Source: an optimization exercise on an open RTL-to-GDS flow (aim: small area and a short achievable clock period). Production flows keep margins and buffers that such runs may drop. Only simulation tests tie the RTL to the original design; equivalence was not proved.

Setup of v39:
==> flow/design.v (excerpt) <==
module xgmii_rx_top #(
    parameter int STAT_W = 32
) (
    input  logic              clk,
    input  logic              inv_aresetn,
    input  logic [63:0]       xgmii_d_i,
    input  logic [7:0]        xgmii_c_i,
    output logic [63:0]       tdata_o,
    output logic [7:0]        tkeep_o,
    output logic              tvalid_o,
    output logic              tlast_o,
    output logic              tuser_o,
    output logic [STAT_W-1:0] good_frames_o,
    output logic [STAT_W-1:0] bad_frames_o
);
For scale: ~1200 cells after synthesis, roughly 250 flip-flops, roughly 210 I/O pins, ~14000 sq um of cells after synthesis.
Settings: LEC_CHECK=0, CAP_MARGIN=20, CORE_MARGIN=2, CORE_UTILIZATION=40, SETUP_SLACK_MARGIN=0.2, SLEW_MARGIN=20, BUFFER_PORTS_ARGS=-buffer_cell sky130_fd_sc_hd__buf_2; clock period 9.0 ns.
standard.sh (not shown) runs the stock make flow with config.mk's settings and CLKGATE_MAP_FILE= SYNTH_SCRIPT=/design/flow/synth_recipe.tcl, a recipe that flattens the netlist after the stock synthesis.
==> flow/flow/run.sh <==
#!/bin/bash
# Own layout flow: the standard ORFS flow (standard.sh, synthesis unchanged)
# with plain buf_2 cells as the port buffers, and setup repair run with a
# margin, so it keeps sizing and buffering until paths are that far below
# the (unchanged) 9 ns clock period.
set -euo pipefail
cd "$(dirname "$0")/.."
echo "export BUFFER_PORTS_ARGS = -buffer_cell sky130_fd_sc_hd__buf_2" >> config.mk
bash standard.sh SETUP_SLACK_MARGIN=6.5 finish > standard.log 2>&1
Having completed the whole flow, v39 delivered a layout that passed the timing, design-rule and antenna checks.
[inputs] v50 vs v39
diff --git a/flow/flow/run.sh b/flow/flow/run.sh
--- a/flow/flow/run.sh
+++ b/flow/flow/run.sh
@@ -7,3 +7,3 @@
 cd "$(dirname "$0")/.."
 echo "export BUFFER_PORTS_ARGS = -buffer_cell sky130_fd_sc_hd__buf_2" >> config.mk
-bash standard.sh SETUP_SLACK_MARGIN=6.5 finish > standard.log 2>&1
+bash standard.sh SETUP_SLACK_MARGIN=6.0 finish > standard.log 2>&1
Results
[diff] post-layout minimum cycle time, v50 relative to v39: regression. Status: number of placed cells counting well taps parity (v39, v50). Looking only at post-CTS resize count, and setting everything else aside, the lower value of v39 and v50 goes to v50. Between v39 and v50, the cell count went down. As far as number of tapcells goes, v39 and v50 are indistinguishable; the numbers are identical. In v50, worst setup slack is lower than in v39. Diff v39 -> v50 | number of antenna violations at the first check in global routing | decrease of 1. Compared with v39, v50 ends up with less cell area. Worst relative slew slack (higher): v50. Looking at non-clock buffer count, v50 sits 107 below v39.
### v50 -> v14
==> flow/flow/run.sh <==
#!/bin/bash
# Own layout flow: the standard ORFS flow (standard.sh; synthesis
# unchanged) with plain sky130_fd_sc_hd__buf_2 cells as the port buffers and these
# make settings: SETUP_SLACK_MARGIN=6.0 CTS_BUF_LIST=sky130_fd_sc_hd__clkbuf_8 CTS_CLUSTER_SIZE=16 CTS_CLUSTER_DIAMETER=60
# SETUP_SLACK_MARGIN makes setup repair keep sizing and buffering until
# paths are that far below the (unchanged) 9 ns clock period.
set -euo pipefail
cd "$(dirname "$0")/.."
echo "export BUFFER_PORTS_ARGS = -buffer_cell sky130_fd_sc_hd__buf_2" >> config.mk
bash standard.sh SETUP_SLACK_MARGIN=6.0 CTS_BUF_LIST=sky130_fd_sc_hd__clkbuf_8 CTS_CLUSTER_SIZE=16 CTS_CLUSTER_DIAMETER=60 finish > standard.log 2>&1
Notes after the runs:
Looking at signed area change from the synthesized netlist to the final layout, v14 sits below v50. v14 ended up with a lower wire length the detailed router placed on met1 than v50 did. Hold slack: v14 better than v50. Sort v14 and v50 by design area, ascending, and v14 comes first. v50 → v14: sequential share of layout area shows an increase of 0.74 points, overall routed net length shows a reduction of about 0.54%, worst setup slack shows a reduction of 0.031 ns, cell count shows a reduction of about 0.3%.

==> afterwards: timing with drivers on the ports <==
No port has a modelled driver above. Below, the same layouts with a new extraction and two added sets of constraints.
Step 1, drivers: a clkbuf_16 drives clk and a buf_2 each remaining input, both assumed.
Step 2 times the ports against the registers' clock, not the clock port: input delays grow and output delays shrink by t, the midpoint of the rising clock arrivals with the driver on.
Three values: ideal ports, drivers, drivers and shift; two values: the first two.
| run | shift t [ns] | setup slack, ns | worst setup path after step 2 | slew at the worst register clock pin (ns) | worst slew at a driven data input, ns |
|---|---|---|---|---|---|
| v39 | 0.587 | 6.089 / 6.036 / 5.962 | input to register | 0.07 / 0.07 | 0.07 |
| v50 | 0.621 | 6.051 / 6.000 / 5.742 | input to register | 0.07 / 0.07 | 0.06 |
| v14 | 0.627 | 6.019 / 5.971 / 5.759 | input to register | 0.11 / 0.11 | 0.06 |
After both steps every run listed still meets setup and hold. For v50, which loses most, drivers alone change the setup slack by -0.051 ns; drivers and shift together by -0.309 ns.
